This is an optimization exercise on Yosys and OpenROAD, whose aim is small area, not a production implementation. In this exercise RTL edits were held to simulation tests only and were not proved equivalent to the original. Power is estimated from default activity; no workload was simulated.

## sxp
module sxp
(
  input  wire        clk,
  input  wire        reset_b,
  input  wire [31:0] mem_inst,
  output wire [31:0] mem_pc,
  output wire        spw_we,
  output wire [31:0] spw_addr,
  output wire [31:0] spw_data
);
Size in the first run: about 1,100 cells after synthesis, roughly 130 I/O pins, roughly 0.016 mm2 of cells after synthesis.
==> flow/config.mk <==
export PLATFORM = sky130hd
export DESIGN_NAME = sxp
export DESIGN_NICKNAME = sxp
export VERILOG_FILES = /design/flow/design.v
export SDC_FILE = /design/flow/constraint.sdc
export NUM_CORES = 4
export LEC_CHECK = 0
export ABC_AREA = 1
export CAP_MARGIN = 20
export CORE_MARGIN = 2
export CORE_UTILIZATION = 75
export CTS_BUF_LIST = sky130_fd_sc_hd__clkbuf_8
export CTS_CLUSTER_DIAMETER = 35
export CTS_CLUSTER_SIZE = 15
export SETUP_SLACK_MARGIN = 0.4
export SLEW_MARGIN = 20
==> flow/constraint.sdc <==
create_clock -name core_clock -period 10.0 [get_ports {clk}]
set_input_delay 2.0000 -clock core_clock [delete_from_list [all_inputs] [get_ports {clk}]]
set_output_delay 2.0000 -clock core_clock [all_outputs]
set_load 0.01 [all_outputs]
standard.sh (not shown) runs the stock make flow with config.mk's settings and CLKGATE_MAP_FILE= SYNTH_SCRIPT=/design/flow/synth_recipe.tcl, a recipe that flattens the netlist after the stock synthesis.
==> flow/flow/run.sh <==
#!/bin/bash
# Standard layout with two changes: the port buffers are the smallest buffer
# cell, and the synthesized logic is re-mapped for area and started at the
# smallest drive strengths (post_synth.tcl, run at the end of the synthesis
# step); CTS adds no dummy loads. Each tool's output goes to standard.log.
set -e
cp standard.sh standard_sh_copy.log
export BUFFER_PORTS_ARGS="-buffer_cell sky130_fd_sc_hd__buf_1"
export POST_SYNTH_TCL=$PWD/flow/post_synth.tcl
export CTS_ARGS="-sink_clustering_enable -repair_clock_nets -sink_clustering_size 20 -sink_clustering_max_diameter 40 -buf_list sky130_fd_sc_hd__clkbuf_8 -root_buf sky130_fd_sc_hd__clkbuf_16 -dont_use_dummy_load"
bash standard.sh > standard.log 2>&1
Other scripts of this flow, unchanged in this note and not shown: flow/flow/downsize.tcl, flow/flow/filter_lib.py, flow/flow/post_synth.tcl
Change:
--- a/flow/flow/run.sh
+++ b/flow/flow/run.sh
@@ -10 +10 @@
-export CTS_ARGS="-sink_clustering_enable -repair_clock_nets -sink_clustering_size 20 -sink_clustering_max_diameter 40 -buf_list sky130_fd_sc_hd__clkbuf_8 -root_buf sky130_fd_sc_hd__clkbuf_16 -dont_use_dummy_load"
+export CTS_ARGS="-sink_clustering_enable -repair_clock_nets -sink_clustering_size 15 -sink_clustering_max_diameter 35 -buf_list sky130_fd_sc_hd__clkbuf_8 -dont_use_dummy_load"
- SETUP_SLACK_MARGIN: 0.4 -> 1.5
After rerunning: Power is higher by 2.4%; sequential share of layout area is lower by 0.86 points; area after synthesis is unchanged; sequential power is about the same; worst setup slack improves by 0.85 ns; clock skew is higher by 0.039 ns; global-route usage is lower by 1.4 points; final area is higher by 1.2%; worst hold slack degrades by 0.026 ns; count of clock-buffer cells in the layout is higher by 10.
Change:
--- a/flow/flow/run.sh
+++ b/flow/flow/run.sh
@@ -10 +10 @@
-export CTS_ARGS="-sink_clustering_enable -repair_clock_nets -sink_clustering_size 15 -sink_clustering_max_diameter 35 -buf_list sky130_fd_sc_hd__clkbuf_8 -dont_use_dummy_load"
+export CTS_ARGS="-sink_clustering_enable -repair_clock_nets -sink_clustering_size 15 -sink_clustering_max_diameter 35 -buf_list {sky130_fd_sc_hd__clkbuf_4 sky130_fd_sc_hd__clkbuf_8} -dont_use_dummy_load"
- CTS_BUF_LIST: sky130_fd_sc_hd__clkbuf_8 -> sky130_fd_sc_hd__clkbuf_4 sky130_fd_sc_hd__clkbuf_8
- SETUP_SLACK_MARGIN: 1.5 -> 0.7
Final area goes down slightly. Wire length goes down slightly. Sequential share of layout area increases by 0.39 points. Cell count barely changes. Utilization fell by 0.45 points. Combinational power shrinks by a few percent. Worst setup slack loses 0.76 ns.


sxp again, from the RTL that the note above started with.
==> flow/config.mk <==
export PLATFORM = sky130hd
export DESIGN_NAME = sxp
export DESIGN_NICKNAME = sxp
export VERILOG_FILES = /design/flow/design.v
export SDC_FILE = /design/flow/constraint.sdc
export NUM_CORES = 4
export LEC_CHECK = 0
export ABC_AREA = 1
export CAP_MARGIN = 20
export CORE_MARGIN = 2
export CORE_UTILIZATION = 75
export CTS_BUF_LIST = sky130_fd_sc_hd__clkbuf_8
export CTS_CLUSTER_DIAMETER = 35
export CTS_CLUSTER_SIZE = 15
export SETUP_SLACK_MARGIN = 0.4
export SLEW_MARGIN = 20
==> flow/constraint.sdc <==
create_clock -name core_clock -period 10.0 [get_ports {clk}]
set_input_delay 2.0000 -clock core_clock [delete_from_list [all_inputs] [get_ports {clk}]]
set_output_delay 2.0000 -clock core_clock [all_outputs]
set_load 0.01 [all_outputs]
==> flow/flow/run.sh <==
#!/bin/bash
# Standard layout with two changes: the port buffers are the smallest buffer
# cell, and the synthesized logic is re-mapped for area and started at the
# smallest drive strengths (post_synth.tcl, run at the end of the synthesis
# step); CTS adds no dummy loads. Each tool's output goes to standard.log.
set -e
cp standard.sh standard_sh_copy.log
export BUFFER_PORTS_ARGS="-buffer_cell sky130_fd_sc_hd__buf_1"
export POST_SYNTH_TCL=$PWD/flow/post_synth.tcl
export CTS_ARGS="-sink_clustering_enable -repair_clock_nets -sink_clustering_size 18 -sink_clustering_max_diameter 40 -buf_list sky130_fd_sc_hd__clkbuf_8 -root_buf sky130_fd_sc_hd__clkbuf_16 -dont_use_dummy_load"
bash standard.sh > standard.log 2>&1
Other scripts of this flow, unchanged in this note and not shown: flow/flow/downsize.tcl, flow/flow/filter_lib.py, flow/flow/post_synth.tcl
Rerun with:
==> flow/flow/run.sh (replaced) <==
#!/bin/bash
# Standard layout with two changes: the port buffers are the smallest buffer
# cell, and the synthesized logic is re-mapped for area and started at the
# smallest drive strengths (post_synth.tcl, run at the end of the synthesis
# step); CTS adds no dummy loads. The make run's full output (yosys and
# openroad) goes to standard.log; ORFS keeps each step's log under orfs/logs.
set -e
export BUFFER_PORTS_ARGS="-buffer_cell sky130_fd_sc_hd__buf_1"
export POST_SYNTH_TCL=$PWD/flow/post_synth.tcl
export CTS_ARGS="-sink_clustering_enable -repair_clock_nets -sink_clustering_size 15 -sink_clustering_max_diameter 50 -buf_list sky130_fd_sc_hd__clkbuf_8 -dont_use_dummy_load"
bash standard.sh > standard.log 2>&1
Settings changed: CORE_UTILIZATION 75 to 78, CTS_CLUSTER_DIAMETER 35 to 50.
After rerunning:
- total power goes up by 0.39%
- non-clock buffer count falls by 1
- register-to-register slack improved by 0.32 ns
Rerun with:
==> flow/flow/run.sh (replaced) <==
#!/bin/bash
# Standard layout with two changes: the port buffers are the smallest buffer
# cell, and the synthesized logic is re-mapped for area and started at the
# smallest drive strengths (post_synth.tcl, run at the end of the synthesis
# step); CTS adds no dummy loads. Each tool's output goes to standard.log.
set -e
cp standard.sh standard_sh_copy.log
export BUFFER_PORTS_ARGS="-buffer_cell sky130_fd_sc_hd__buf_1"
export POST_SYNTH_TCL=$PWD/flow/post_synth.tcl
export CTS_ARGS="-sink_clustering_enable -repair_clock_nets -sink_clustering_size 15 -sink_clustering_max_diameter 35 -buf_list sky130_fd_sc_hd__clkbuf_8 -dont_use_dummy_load"
bash standard.sh > standard.log 2>&1
Settings changed: CORE_UTILIZATION 78 to 85, CTS_CLUSTER_DIAMETER 50 to 35, SETUP_SLACK_MARGIN 0.4 to 0.7.
=> With this change the flow aborted during clock tree synthesis on DPL-0033. Synthesized cell count does not change. Synthesized area is unchanged.
Rerun with:
--- a/flow/flow/run.sh
+++ b/flow/flow/run.sh
@@ -9,3 +9,3 @@
 export POST_SYNTH_TCL=$PWD/flow/post_synth.tcl
-export CTS_ARGS="-sink_clustering_enable -repair_clock_nets -sink_clustering_size 15 -sink_clustering_max_diameter 35 -buf_list sky130_fd_sc_hd__clkbuf_8 -dont_use_dummy_load"
+export CTS_ARGS="-sink_clustering_enable -repair_clock_nets -sink_clustering_size 18 -sink_clustering_max_diameter 40 -buf_list sky130_fd_sc_hd__clkbuf_8 -root_buf sky130_fd_sc_hd__clkbuf_16 -dont_use_dummy_load"
 bash standard.sh > standard.log 2>&1
Settings changed: CORE_UTILIZATION 85 to 75, CTS_CLUSTER_DIAMETER 35 to 40, CTS_CLUSTER_SIZE 15 to 18.
With this change the flow finished clean.
Synthesized area stays the same.
Synthesized cell count is unchanged.
Rerun with:
==> flow/flow/run.sh (replaced) <==
#!/bin/bash
# Standard layout with two changes: the port buffers are the smallest buffer
# cell, and the synthesized logic is re-mapped for area and started at the
# smallest drive strengths (post_synth.tcl, run at the end of the synthesis
# step); CTS adds no dummy loads. The make run's full output (yosys and
# openroad) goes to standard.log; ORFS keeps each step's log under orfs/logs.
set -e
export BUFFER_PORTS_ARGS="-buffer_cell sky130_fd_sc_hd__buf_1"
export POST_SYNTH_TCL=$PWD/flow/post_synth.tcl
export CTS_ARGS="-sink_clustering_enable -repair_clock_nets -sink_clustering_size 15 -sink_clustering_max_diameter 50 -buf_list sky130_fd_sc_hd__clkbuf_8 -dont_use_dummy_load"
bash standard.sh > standard.log 2>&1
Settings changed: CTS_CLUSTER_DIAMETER 40 to 50, CTS_CLUSTER_SIZE 18 to 15, SETUP_SLACK_MARGIN 0.7 to 0.4.
Effect: Worst hold slack is about the same; die area stays the same; non-clock buffer count stays the same; sequential power barely changes; final area barely changes; worst setup slack is worse by 0.51 ns.

## what the ideal ports hide
The flow's constraints put no driver on any port. The routed layouts listed below were extracted and timed again, unchanged, in two steps. Step 1, drivers: a clkbuf_16 drives clk and a buf_2 each remaining input, both assumed. Step 2 adds t to the input delays and takes it off the output delays; t is the mean of the earliest and latest rising clock arrival at the registers after step 1. Input paths then give back, and output paths get back, about the clock's delay inside the block. a / b / c = ideal ports / drivers / drivers and shift; a / b = the first two.
run | shift t [ns] | setup WS [ns] | worst hold slack (ns) | latest minus earliest clock arrival (ns)
the first run of note 1 | 0.569 | 0.614 / 0.569 / 0.000 | 0.286 / 0.286 / 0.286 | 0.076 / 0.077
the second run of note 1 | 0.649 | 1.467 / 1.403 / 0.753 | 0.260 / 0.260 / 0.260 | 0.113 / 0.113
the third run of note 1 | 0.641 | 0.704 / 0.661 / 0.019 | 0.291 / 0.291 / 0.291 | 0.103 / 0.103
the first run of note 2 | 0.564 | 0.381 / 0.381 / -0.132 | 0.303 / 0.303 / 0.303 | 0.059 / 0.060
the second run of note 2 | 0.637 | 0.611 / 0.524 / -0.112 | 0.298 / 0.298 / 0.298 | 0.049 / 0.049
the fourth run of note 2 | 0.568 | 1.089 / 1.089 / 0.563 | 0.293 / 0.293 / 0.293 | 0.088 / 0.088
the fifth run of note 2 | 0.621 | 0.580 / 0.517 / -0.104 | 0.293 / 0.293 / 0.293 | 0.077 / 0.076
Met with ideal ports but missed after step 2: setup timing in the first run of note 2, the second run of note 2 and the fifth run of note 2. The setup slack of the second run of note 2, which loses most, moves by -0.087 ns with the drivers and by -0.723 ns with both steps.
